From an optimization exercise on the open Yosys and OpenROAD flow, aimed at small area, a short achievable clock period and few clock cycles per item; shortcuts taken in it are not production practice. Function was checked by simulation only, so behaviour that the tests miss may differ from the original. Power is estimated from default activity; no workload was simulated.

==> flow/design.v (excerpt) <==
module dot_engine_top (
  input wire logic clk,
  input wire logic reset,
  input wire logic w_wr,
  input wire logic [dot_pkg::ADDR_W-1:0] w_addr,
  input wire logic [dot_pkg::WORD_W-1:0] w_data,
  input wire logic start,
  input wire logic [dot_pkg::ADDR_W-1:0] vec_last,
  input wire logic act_valid,
  input wire logic [dot_pkg::WORD_W-1:0] act_data,
  output logic busy,
  output logic done,
  output logic signed [dot_pkg::RES_W-1:0] result
);
  logic buf_wr_en;
  logic [dot_pkg::VEC_DEPTH-1:0] rd_sel;
  logic [dot_pkg::WORD_W-1:0] rd_data;
  logic acc_clear;
  logic cut_vld;
  logic enc_load;
  logic w0_bypass;
  logic [dot_pkg::WORD_W-1:0] w_next;
  logic [dot_pkg::ACC_W-1:0] x_sum;
  logic [dot_pkg::ACC_W-1:0] y_sum;
  dot_ctrl dot_ctrl_i (
    .clk, .reset, .start, .vec_last, .act_valid, .w_wr, .w_addr,
    .busy, .done, .buf_wr_en, .rd_sel, .enc_load, .w0_bypass, .acc_clear, .cut_vld
  );
  weight_buffer weight_buffer_i (
    .clk, .wr_en(buf_wr_en), .wr_addr(w_addr), .wr_data(w_data),
    .rd_sel, .rd_data
  );
  assign w_next = w0_bypass ? w_data : rd_data;
  dp_unit dp_unit_i (
    .clk, .act_data, .w_word(w_next), .enc_load, .cut_vld, .x_out(x_sum), .y_out(y_sum)
  );
  dot_accumulator dot_accumulator_i (
    .clk, .clear(acc_clear), .x_in(x_sum), .y_in(y_sum), .acc(result)
  );
endmodule
For scale: ~790 flip-flops, roughly 110 I/O pins.
make LEC_CHECK=0 CAP_MARGIN=20 CORE_MARGIN=2 CORE_UTILIZATION=50 CTS_CLUSTER_DIAMETER=80 CTS_CLUSTER_SIZE=30 SETUP_SLACK_MARGIN=2.6 SLEW_MARGIN=20 finish   # period 5.0 ns
run.sh (not shown) runs the stock make flow with config.mk's settings and CLKGATE_MAP_FILE= SYNTH_SCRIPT=/design/flow/synth_recipe.tcl, a recipe that flattens the netlist after the stock synthesis.
Testbench counts at the start, summed over its fixed seeds: cycles 14,859, items 1,280.
Then changed:
Settings changed: CTS_CLUSTER_DIAMETER 80 to unset, CTS_CLUSTER_SIZE 30 to unset.
After rerunning: Power is higher by 16%; wire length is higher by 0.74%; via count is higher by 1.0%; global-route usage is higher by 0.42 points; final cell count is higher by 2.8%; critical path depth is unchanged; register-to-register slack improved by 50 ps; final area is higher by 4.0%.

* * *

== alpha ==
dot_engine_top, a different RTL version from the one above (not shown whole).
Size in the first run: roughly 2200 cells after synthesis, ~110 I/O pins, ~32000 µm² of cells after synthesis.
==> flow/design.v (excerpt) <==
module dot_engine_top (
  input wire logic clk,
  input wire logic reset,
  input wire logic w_wr,
  input wire logic [dot_pkg::ADDR_W-1:0] w_addr,
  input wire logic [dot_pkg::WORD_W-1:0] w_data,
  input wire logic start,
  input wire logic [dot_pkg::ADDR_W-1:0] vec_last,
  input wire logic act_valid,
  input wire logic [dot_pkg::WORD_W-1:0] act_data,
  output logic busy,
  output logic done,
  output logic signed [dot_pkg::RES_W-1:0] result
);
export LEC_CHECK = 0
export CAP_MARGIN = 20
export CORE_MARGIN = 2
export CORE_UTILIZATION = 65
export CTS_CLUSTER_DIAMETER = 80
export CTS_CLUSTER_SIZE = 30
export SETUP_SLACK_MARGIN = 2.6
export SLEW_MARGIN = 20
create_clock -name core_clock -period 5.0 [get_ports {clk}]
standard.sh (not shown) runs the stock make flow with config.mk's settings and CLKGATE_MAP_FILE= SYNTH_SCRIPT=/design/flow/synth_recipe.tcl, a recipe that flattens the netlist after the stock synthesis.
==> flow/flow/run.sh <==
#!/bin/bash
# The standard layout (the standard.sh), except that the buffers that
# buffer_ports puts on every input and output port are buf_1 cells; the
# resizer sizes them up where timing needs it.
set -euo pipefail
bash standard.sh "BUFFER_PORTS_ARGS=-buffer_cell sky130_fd_sc_hd__buf_1" finish > flow_standard.log 2>&1
alpha finished every stage and its layout cleared the timing, design-rule and antenna checks.
Testbench counts of alpha, summed over its fixed seeds: cycles 14,859, items 1,280.
### alpha -> beta
diff --git a/flow/config.mk b/flow/config.mk
--- a/flow/config.mk
+++ b/flow/config.mk
@@ -7,0 +8 @@
+export ABC_AREA = 1
@@ -13 +14 @@
-export SETUP_SLACK_MARGIN = 2.6
+export SETUP_SLACK_MARGIN = 2.35
### Flow results
Area of combinational cells with multiple inputs: alpha vs beta — no meaningful difference
Total of fill cells in the finished design went up by more than 10% going from alpha to beta.
Looking at compound-gate portion of the synthesized area, beta sits 7.5 points below alpha.
beta falls short of alpha in final worst hold slack.
Going from alpha to beta, portion of the clock cycle consumed by the worst path in the final layout decreased 0.31 points; wire length of the first global-routing pass increased 5100 µm; non-clock buffer count lost 104; global routing met3 resource utilization saw a decrease.

* * *

== oak ==
Another version of the RTL of dot_engine_top (not shown whole).
For scale: ~110 I/O pins, roughly 0.032 mm² of cells after synthesis.
Settings: LEC_CHECK=0, ABC_AREA=1, CAP_MARGIN=20, CORE_MARGIN=2, CORE_UTILIZATION=65, CTS_CLUSTER_DIAMETER=80, CTS_CLUSTER_SIZE=30, SETUP_SLACK_MARGIN=2.45, SLEW_MARGIN=20; clock period 5.0 ns.
Scripts as last shown in full above: flow/flow/run.sh
Testbench counts of oak, summed over its fixed seeds: cycles 14,859, items 1,280.
> inputs changed (oak -> pine)
diff --git a/flow/config.mk b/flow/config.mk
--- a/flow/config.mk
+++ b/flow/config.mk
@@ -13,3 +13,3 @@
 export CTS_CLUSTER_SIZE = 30
-export SETUP_SLACK_MARGIN = 2.45
+export SETUP_SLACK_MARGIN = 2.35
 export SLEW_MARGIN = 20
[summary]
- pine gives more minimum clock period than oak did.
- Comparing sequential share of layout area for oak and pine, the smaller number came from oak.
- oak and pine ended up with nearly the same mean number of vias per cell.
- On pine: total number of cells along the worst setup path is 1 lower than what oak gave.
- Setup slack after layout deteriorates in pine relative to oak.
- [compare] base=oak new=pine: initial antenna violation count went down, wire length reported by the detailed router now smaller.
- For pine, the capture point of the critical path was dp_unit_i.cut_q[3]$_DFF_P_, unlike oak, where it was dp_unit_i.y_q[11]$_DFF_P_.
Modified inputs, birch compared to pine
diff --git a/flow/config.mk b/flow/config.mk
--- a/flow/config.mk
+++ b/flow/config.mk
@@ -13,2 +13,3 @@
 export CTS_CLUSTER_SIZE = 30
+export PLACE_DENSITY = 0.75
 export SETUP_SLACK_MARGIN = 2.35
Findings:
- Diff pine -> birch | combinational power | increase of about 1%
- Compared with pine, birch shows a power that is 1.7% lower.
- Compared with pine, in birch clock-buffer cell count picked up an extra 2, part of the cycle the worst path needs saw an increase, fmax decreased 0.0034 GHz.
- Compared to pine, birch has power share of the combinational group 0.8 points higher.
- Per the comparison of birch with pine, internal portion of total power decreased by 2.1% relative to the old numbers; power in sequential cells closely matched the old numbers.
- In birch relative to pine, worst ir drop on vdd had gone down by more than 10%.
- When birch is set beside pine, its worst-skew pair later-pin latency turns out to be 0.04 ns larger.
Setup changes, birch to maple
diff --git a/flow/config.mk b/flow/config.mk
--- a/flow/config.mk
+++ b/flow/config.mk
@@ -13,4 +13,3 @@
 export CTS_CLUSTER_SIZE = 30
-export PLACE_DENSITY = 0.75
-export SETUP_SLACK_MARGIN = 2.35
+export SETUP_SLACK_MARGIN = 2.55
 export SLEW_MARGIN = 20
### Flow results
- Changes observed in maple relative to birch: portion of total power attributed to the clock network rose 0.3 points; total power +8.6%.
- The higher number of antenna violations at the first check in global routing came out of maple.
- The final reports for maple and birch show critical path data arrival time higher in the former.
- Compared with birch, maple shows a critical path depth in cells that is 1 higher.
- Total of clock buffers placed in the layout down 2 in maple wrt birch
- Delta (maple minus birch): first-pass GRT wire length now sits higher, final critical-path setup slack now sits lower, core utilization now sits higher, area overhead of the layout relative to synthesis now sits higher.
- Worst slew margin relative to its limit was higher in the run labelled birch.

port drivers added, routing unchanged:
The flow's constraints put no driver on any port. The routed layouts listed below were extracted and timed again, unchanged, in two steps. Step 1 assumes that a clkbuf_16 drives the clock port and a buf_2 every other input. Step 2, shift: input delay + t, output delay - t, t = (earliest + latest rising clock arrival at the registers) / 2. This alone moves slack from input paths to output paths. Slacks: no drivers / after step 1 / after step 2; pairs: no drivers / after step 1.
run	t (ns)	setup WS [ns]	hold slack, ns	worst slew at a driven data input, ns
the first run of note 1	0.668	2.288 / 2.288 / 1.878	0.443 / 0.443 / 0.443	0.09
the second run of note 1	0.700	2.338 / 2.338 / 1.952	0.437 / 0.437 / 0.437	0.10
alpha	0.708	2.250 / 2.250 / 1.835	0.450 / 0.450 / 0.450	0.19
beta	0.666	2.266 / 2.266 / 1.674	0.414 / 0.414 / 0.414	0.08
oak	0.642	2.467 / 2.467 / 1.879	0.396 / 0.396 / 0.396	0.10
pine	0.633	2.421 / 2.422 / 1.827	0.412 / 0.412 / 0.412	0.11
birch	0.680	2.398 / 2.398 / 1.866	0.411 / 0.411 / 0.411	0.11
maple	0.647	2.376 / 2.376 / 1.871	0.411 / 0.411 / 0.411	0.12
After both steps setup and hold are still met in every run listed. For pine, which loses most, drivers alone change the setup slack by +0.001 ns; drivers and shift together by -0.594 ns.
